From an optimization exercise on the open Yosys and OpenROAD flow, aimed at small area, a short achievable clock period and few clock cycles per item; shortcuts taken in it are not production practice.
RTL that was checked went through simulation tests only; none was proved equivalent to the original.
No activity file was given, so power comes from the tool's default toggle rates.

==> exp/harbor <==
==> flow/design.v <==
`default_nettype none
module rename_unit (
    input  wire logic                                      clock,
    input  wire logic                                      reset,
    input  wire logic                                      squash,
    input  wire logic                                      request_valid,
    output logic                                           request_ready,
    input  wire logic [2*15-1:0]      request,
    output logic                                           result_valid,
    input  wire logic                                      result_ready,
    output logic [2*18-1:0]           result,
    input  wire logic [2*12-1:0]      retire
);
    localparam int NA = 32;
    localparam int PW = 6;
    localparam int AW = 5;
    localparam int RQ = 2*15;
    localparam int RS = 2*18;
    logic [NA-1:1][PW-1:0]   spec_st;     
    logic [NA-1:1][PW-1:0]   commit_st;   
    logic [NA-1:0][PW-1:0]   spec_q, commit_q;
    logic [NA/2-1:0][PW-1:0] even_q;      
    logic [NA/2-1:0][PW-1:0] odd_q;       
    logic [4:0]  head_q;                  
    logic [3:0]  he_q;                    
    logic [4:0]  ch_q;                    
    logic [5:0]  count_q;                 
    logic        ge1_q, ge2_q;            
    logic        sq_q;                    
    logic          pwe_q, pwo_q;
    logic [3:0]    pre_q, pro_q;
    logic [PW-1:0] pde_q, pdo_q;
    logic          hite_q, hito_q;        
    logic          hv_q, sv_q;
    logic [RQ-1:0] hd_q, sd_q;
    logic [1:0]    hl_q;
    logic          fwd_a_q, fwd_b_q;      
    logic          ov_q;
    logic [RS-1:0] od_q;
    logic          rv0, rv1;
    logic [AW-1:0] rarn0, rarn1;
    logic [PW-1:0] rprn0, rprn1;
    logic [PW-1:0] old0, old1;            
    logic [PW-1:0] push_e, push_o;        
    logic          we_e, we_o;
    logic [3:0]    row_e, row_o;
    logic [1:0]    nret;
    always_comb begin
        {rv1, rarn1, rprn1, rv0, rarn0, rprn0} = retire;
        old0  = commit_q[rarn0];
        old1  = (rv0 && rarn1 == rarn0) ? rprn0 : commit_q[rarn1];
        nret  = 2'({1'b0, rv0} + {1'b0, rv1});
        push_e = (rv0 && !ch_q[0]) ? old0 : old1;
        push_o = (rv0 &&  ch_q[0]) ? old0 : old1;
        row_o  = ch_q[4:1];
        row_e  = 4'(ch_q[4:1] + {3'd0, ch_q[0]});
        we_e   = ch_q[0] ? (rv0 && rv1) : (rv0 || rv1);
        we_o   = ch_q[0] ? (rv0 || rv1) : (rv0 && rv1);
    end
    logic [AW-1:0] a0, b0, d0, a1, b1, d1;
    logic          live0, live1;
    logic          enough, out_room, adv;
    logic [PW-1:0] erow, orow, alloc0, alloc1;
    logic          odd0, odd1;
    logic [RS-1:0] renamed;
    logic [1:0]    popped;
    always_comb begin
        {a1, b1, d1, a0, b0, d0} = hd_q;
        live0    = hl_q[0];
        live1    = hl_q[1];
        enough   = ge2_q || (ge1_q && !(live0 && live1)) || !(live0 || live1);
        out_room = !ov_q || result_ready;
        adv      = hv_q && enough && out_room && !sq_q;
        popped   = adv ? 2'({1'b0, live0} + {1'b0, live1}) : 2'd0;
        erow   = hite_q ? pde_q : even_q[he_q];
        orow   = hito_q ? pdo_q : odd_q[head_q[4:1]];
        odd0   = head_q[0];
        odd1   = head_q[0] ^ live0;
        alloc0 = odd0 ? orow : erow;
        alloc1 = odd1 ? orow : erow;
        renamed[35:30] = fwd_a_q ? alloc0 : spec_q[a1];
        renamed[29:24] = fwd_b_q ? alloc0 : spec_q[b1];
        renamed[23:18] = live1 ? alloc1 : '0;
        renamed[17:12] = spec_q[a0];
        renamed[11:6]  = spec_q[b0];
        renamed[5:0]   = live0 ? alloc0 : '0;
    end
    logic          accept_in, hload;
    logic [RQ-1:0] hnext;
    assign request_ready = !sv_q;
    assign accept_in     = request_valid && !sv_q;
    assign result_valid  = ov_q;
    assign result        = od_q;
    assign hload         = adv || !hv_q;
    assign hnext         = sv_q ? sd_q : request;
    logic [5:0] count_next;
    logic       ge1_next, ge2_next;
    logic [5:0] cand [5];
    logic [4:0] cge1, cge2;
    logic [5:0] byp_c [3];
    logic [2:0] byp_1, byp_2;
    logic [4:0] head_next, h1, h2;
    logic [3:0] he_next;
    always_comb begin
        for (int k = 0; k < 5; k++) begin
            cand[k] = 6'(count_q + 6'(k) - 6'd2);
            cge1[k] = (k >= 3) || count_q >= 6'(3 - k);      
            cge2[k] = (k >= 4) || count_q >= 6'(4 - k);      
        end
        for (int p = 0; p < 3; p++) begin
            case (nret)
                2'd0:    begin byp_c[p] = cand[2-p]; byp_1[p] = cge1[2-p]; byp_2[p] = cge2[2-p]; end
                2'd1:    begin byp_c[p] = cand[3-p]; byp_1[p] = cge1[3-p]; byp_2[p] = cge2[3-p]; end
                default: begin byp_c[p] = cand[4-p]; byp_1[p] = cge1[4-p]; byp_2[p] = cge2[4-p]; end
            endcase
        end
        case (popped)
            2'd0:    begin count_next = byp_c[0]; ge1_next = byp_1[0]; ge2_next = byp_2[0]; end
            2'd1:    begin count_next = byp_c[1]; ge1_next = byp_1[1]; ge2_next = byp_2[1]; end
            default: begin count_next = byp_c[2]; ge1_next = byp_1[2]; ge2_next = byp_2[2]; end
        endcase
        h1 = head_q + 5'd1;
        h2 = head_q + 5'd2;
        if (sq_q) begin
            head_next = ch_q;
            he_next   = 4'(ch_q[4:1] + {3'd0, ch_q[0]});
        end else begin
            case (popped)
                2'd0:    begin head_next = head_q; he_next = he_q; end
                2'd1:    begin head_next = h1;     he_next = 4'(h1[4:1] + {3'd0, h1[0]}); end
                default: begin head_next = h2;     he_next = 4'(h2[4:1] + {3'd0, h2[0]}); end
            endcase
        end
    end
    always_ff @(posedge clock) begin
        if (reset) begin
            head_q  <= '0;
            he_q    <= '0;
            ch_q    <= '0;
            count_q <= 6'd32;
            ge1_q   <= 1'b1;
            ge2_q   <= 1'b1;
            pwe_q   <= 1'b0;
            pwo_q   <= 1'b0;
            hite_q  <= 1'b0;
            hito_q  <= 1'b0;
            sq_q    <= 1'b1;
            hv_q    <= 1'b0;
            sv_q    <= 1'b0;
            ov_q    <= 1'b0;
        end else begin
            pwe_q  <= we_e;
            pwo_q  <= we_o;
            hite_q <= we_e && row_e == he_next;
            hito_q <= we_o && row_o == head_next[4:1];
            sq_q   <= squash;
            ch_q   <= ch_q + 5'(nret);
            head_q <= head_next;
            he_q   <= he_next;
            if (sq_q) begin
                count_q <= 6'd32;
                ge1_q   <= 1'b1;
                ge2_q   <= 1'b1;
            end else begin
                count_q <= count_next;
                ge1_q   <= ge1_next;
                ge2_q   <= ge2_next;
            end
            if (squash) begin
                hv_q <= 1'b0;
                sv_q <= 1'b0;
                ov_q <= 1'b0;
            end else begin
                if (hload) begin
                    hv_q <= sv_q || accept_in;
                    sv_q <= 1'b0;
                end else if (accept_in) begin
                    sv_q <= 1'b1;
                end
                if (out_room) ov_q <= adv;
            end
        end
    end
    always_ff @(posedge clock) begin
        pre_q <= row_e;
        pro_q <= row_o;
        pde_q <= push_e;
        pdo_q <= push_o;
        if (hload) begin
            hd_q    <= hnext;
            hl_q[0] <= hnext[4:0] != '0;
            hl_q[1] <= hnext[19:15] != '0;
            fwd_a_q <= hnext[4:0] != '0 && hnext[29:25] == hnext[4:0];
            fwd_b_q <= hnext[4:0] != '0 && hnext[24:20] == hnext[4:0];
        end
        if (!sv_q) sd_q <= request;
        if (out_room) od_q <= renamed;
    end
    always_ff @(posedge clock) begin
        for (int i = 1; i < NA; i++) begin
            if (sq_q)
                spec_st[i] <= commit_st[i];
            else if (adv && ((live1 && d1 == AW'(i)) || (live0 && d0 == AW'(i)))) begin
                if ((live1 && d1 == AW'(i)) ? odd1 : odd0)
                    spec_st[i] <= orow;
                else
                    spec_st[i] <= erow;
            end
        end
    end
    always_ff @(posedge clock) begin
        if (reset) begin
            for (int i = 1; i < NA; i++) begin
                commit_st[i] <= PW'(i);
            end
            for (int i = 0; i < NA/2; i++) begin
                even_q[i] <= PW'(NA + 2*i);
                odd_q[i]  <= PW'(NA + 2*i + 1);
            end
        end else begin
            for (int i = 1; i < NA; i++) begin
                if (rv1 && rarn1 == AW'(i))
                    commit_st[i] <= rprn1;
                else if (rv0 && rarn0 == AW'(i))
                    commit_st[i] <= rprn0;
            end
            for (int i = 0; i < NA/2; i++) begin
                if (pwe_q && pre_q == 4'(i)) even_q[i] <= pde_q;
                if (pwo_q && pro_q == 4'(i)) odd_q[i]  <= pdo_q;
            end
        end
    end
    assign spec_q   = {spec_st, PW'(0)};
    assign commit_q = {commit_st, PW'(0)};
endmodule
`default_nettype wire
==> flow/run.sh <==
#!/bin/bash
# synth_recipe.tcl (not shown) runs the flow's synth.tcl, then flattens the netlist and writes it again
# the make line also repeats each setting of config.mk as NAME=value (left out here)
make -C /OpenROAD-flow-scripts/flow DESIGN_CONFIG=/design/flow/config.mk WORK_HOME=/design/flow/orfs CLKGATE_MAP_FILE= SYNTH_SCRIPT=/design/flow/synth_recipe.tcl finish
==> flow/config.mk <==
export PLATFORM = sky130hd
export DESIGN_NAME = rename_unit
export DESIGN_NICKNAME = rename_unit
export VERILOG_FILES = /design/flow/design.v
export SDC_FILE = /design/flow/constraint.sdc
export NUM_CORES = 4
export LEC_CHECK = 0
export ABC_CLOCK_PERIOD_IN_PS = 2600
export CAP_MARGIN = 35
export CORE_MARGIN = 2
export CORE_UTILIZATION = 40
export CTS_CLUSTER_DIAMETER = 60
export CTS_CLUSTER_SIZE = 30
export PLACE_DENSITY = 0.5
export SETUP_SLACK_MARGIN = 4.3
export SLEW_MARGIN = 35
==> flow/constraint.sdc <==
create_clock -name core_clock -period 7.0 [get_ports {clock}]
set_input_delay 1.4000 -clock core_clock [delete_from_list [all_inputs] [get_ports {clock}]]
set_output_delay 1.4000 -clock core_clock [all_outputs]
set_load 0.01 [all_outputs]
==> inputs of exp/ember, as changes to exp/harbor <==
- ABC_CLOCK_PERIOD_IN_PS: 2600 -> unset
- CORE_UTILIZATION: 40 -> 52
- CTS_CLUSTER_DIAMETER: 60 -> 80
- PLACE_DENSITY: 0.5 -> 0.62
==> inputs of exp/indigo, as changes to exp/harbor <==
- ABC_CLOCK_PERIOD_IN_PS: 2600 -> unset
- CORE_UTILIZATION: 40 -> 48
- CTS_CLUSTER_DIAMETER: 60 -> 80
- PLACE_DENSITY: 0.5 -> 0.58
- SETUP_SLACK_MARGIN: 4.3 -> 4.4
==> inputs of exp/raven, as changes to exp/harbor <==
--- a/flow/design.v
+++ b/flow/design.v
@@ -41,14 +41,21 @@
     logic [AW-1:0] rarn0, rarn1;
     logic [PW-1:0] rprn0, rprn1;
     logic [PW-1:0] old0, old1;            
+    logic [PW-1:0] c0, c1;
     logic [PW-1:0] push_e, push_o;        
     logic          we_e, we_o;
     logic [3:0]    row_e, row_o;
     logic [1:0]    nret;
     always_comb begin
         {rv1, rarn1, rprn1, rv0, rarn0, rprn0} = retire;
-        old0  = commit_q[rarn0];
-        old1  = (rv0 && rarn1 == rarn0) ? rprn0 : commit_q[rarn1];
+        c0 = '0;
+        c1 = '0;
+        for (int i = 1; i < NA; i++) begin
+            c0 |= {PW{rarn0 == AW'(i)}} & commit_q[i];
+            c1 |= {PW{rarn1 == AW'(i)}} & commit_q[i];
+        end
+        old0  = c0;
+        old1  = (rv0 && rarn1 == rarn0) ? rprn0 : c1;
         nret  = 2'({1'b0, rv0} + {1'b0, rv1});
         push_e = (rv0 && !ch_q[0]) ? old0 : old1;
         push_o = (rv0 &&  ch_q[0]) ? old0 : old1;
@@ -63,6 +70,7 @@
     logic [PW-1:0] erow, orow, alloc0, alloc1;
     logic          odd0, odd1;
     logic [RS-1:0] renamed;
+    logic [PW-1:0] sa0, sb0, sa1, sb1;
     logic [1:0]    popped;
     always_comb begin
         {a1, b1, d1, a0, b0, d0} = hd_q;
@@ -78,11 +86,21 @@
         odd1   = head_q[0] ^ live0;
         alloc0 = odd0 ? orow : erow;
         alloc1 = odd1 ? orow : erow;
-        renamed[35:30] = fwd_a_q ? alloc0 : spec_q[a1];
-        renamed[29:24] = fwd_b_q ? alloc0 : spec_q[b1];
+        sa0 = '0;
+        sb0 = '0;
+        sa1 = '0;
+        sb1 = '0;
+        for (int i = 1; i < NA; i++) begin
+            sa0 |= {PW{a0 == AW'(i)}} & spec_q[i];
+            sb0 |= {PW{b0 == AW'(i)}} & spec_q[i];
+            sa1 |= {PW{a1 == AW'(i)}} & spec_q[i];
+            sb1 |= {PW{b1 == AW'(i)}} & spec_q[i];
+        end
+        renamed[35:30] = fwd_a_q ? alloc0 : sa1;
+        renamed[29:24] = fwd_b_q ? alloc0 : sb1;
         renamed[23:18] = live1 ? alloc1 : '0;
-        renamed[17:12] = spec_q[a0];
-        renamed[11:6]  = spec_q[b0];
+        renamed[17:12] = sa0;
+        renamed[11:6]  = sb0;
         renamed[5:0]   = live0 ? alloc0 : '0;
     end
     logic          accept_in, hload;
- ABC_CLOCK_PERIOD_IN_PS: 2600 -> unset
- CORE_UTILIZATION: 40 -> 48
- CTS_CLUSTER_DIAMETER: 60 -> 80
- PLACE_DENSITY: 0.5 -> 0.58
==> qor summary <==
item	exp/ember	exp/indigo	exp/harbor	exp/raven
Routability congestion estimate	1.039	1.013	1.022	1.153
Kind of critical path	input port to flop	flop to flop	flop to flop	flop to flop
Power dissipated by switching net loads	3.624 mW	3.810 mW	3.941 mW	4.338 mW
Number of placed cells counting well taps	4894	4987	5221	5929
Non-filler instance count after layout	5082	5216	5483	6258
Vias after detailed routing	35.80k	35.98k	36.07k	49.51k
Critical Path Stages	7	10	8	6
Post-synthesis to final-layout area growth	13.24%	16.22%	17.55%	18.86%
Transition time at the pin with the least slew margin	0.9578 ns	0.9657 ns	0.9653 ns	1.064 ns
Width of the die	290.5 um	302.2 um	330.7 um	307.1 um
Share of synthesized cell area in and, or, nand and nor gates	0.1364	0.1364	0.1364	0.2227
Instance count of the mapped netlist	4090	4090	4090	5006
Global-route total usage across every layer	0.3662	0.3597	0.3104	0.5460
Comb power	2.73 mW	2.86 mW	2.84 mW	2.71 mW
Run status	finished clean	finished clean	finished clean	finished clean
Max-slew headroom	0.3606	0.3553	0.3565	0.2910
Minimum setup slack in the final design	4.273 ns	4.252 ns	4.275 ns	4.025 ns
Worst setup skew after layout	0.03320 ns	0.04981 ns	0.03727 ns	0.04990 ns
Antenna violations before repair	3	5	4	52
Global-route wire length before repair	228300 um	238000 um	244700 um	359400 um
Wire length per cell	31.58 um	32.49 um	32.41 um	43.11 um
Final standard cell area without fillers	0.04834 mm^2	0.04961 mm^2	0.05018 mm^2	0.05242 mm^2
Count of instances resized after the clock tree is built	301	435	377	382
Multi-input gate share of total cell area	0.5210	0.5192	0.5039	0.5256
Highest clock rate	0.3667 GHz	0.3639 GHz	0.3669 GHz	0.3362 GHz
Testbench counts of exp/harbor, summed over its fixed seeds: cycles 28,688, bundles 20,000.
Testbench counts of exp/ember, summed over its fixed seeds: cycles 28,688, bundles 20,000.
Testbench counts of exp/indigo, summed over its fixed seeds: cycles 28,688, bundles 20,000.
The RTL of exp/raven was laid out without a check of its function.

afterwards: timing with drivers on the ports:
The results above use ideal ports. As a check the final layouts listed here were re-extracted and re-timed, cells and wires unchanged.
Step 1 (the two cells are an assumption about what drives the block):
set clk [get_ports {clock}]
set_driving_cell -lib_cell sky130_fd_sc_hd__clkbuf_16 $clk
set_driving_cell -lib_cell sky130_fd_sc_hd__buf_2 [delete_from_list [all_inputs] $clk]
Step 2 adds t to the input delays and takes it off the output delays; t is the mean of the earliest and latest rising clock arrival at the registers after step 1. Input paths then give back, and output paths get back, about the clock's delay inside the block.
Slacks: no drivers / after step 1 / after step 2; pairs: no drivers / after step 1.
run | t (ns) | setup slack, ns | cell pins on the clock port's net
exp/harbor | 0.720 | 4.275 / 4.233 / 3.512 | 1
exp/ember | 0.694 | 4.273 / 4.233 / 3.539 | 1
exp/indigo | 0.701 | 4.252 / 4.222 / 3.521 | 1
exp/raven | 0.748 | 4.025 / 3.929 / 3.180 | 1
After both steps setup and hold are still met in every run listed. For exp/raven, which loses most, drivers alone change the setup slack by -0.096 ns; drivers and shift together by -0.845 ns.
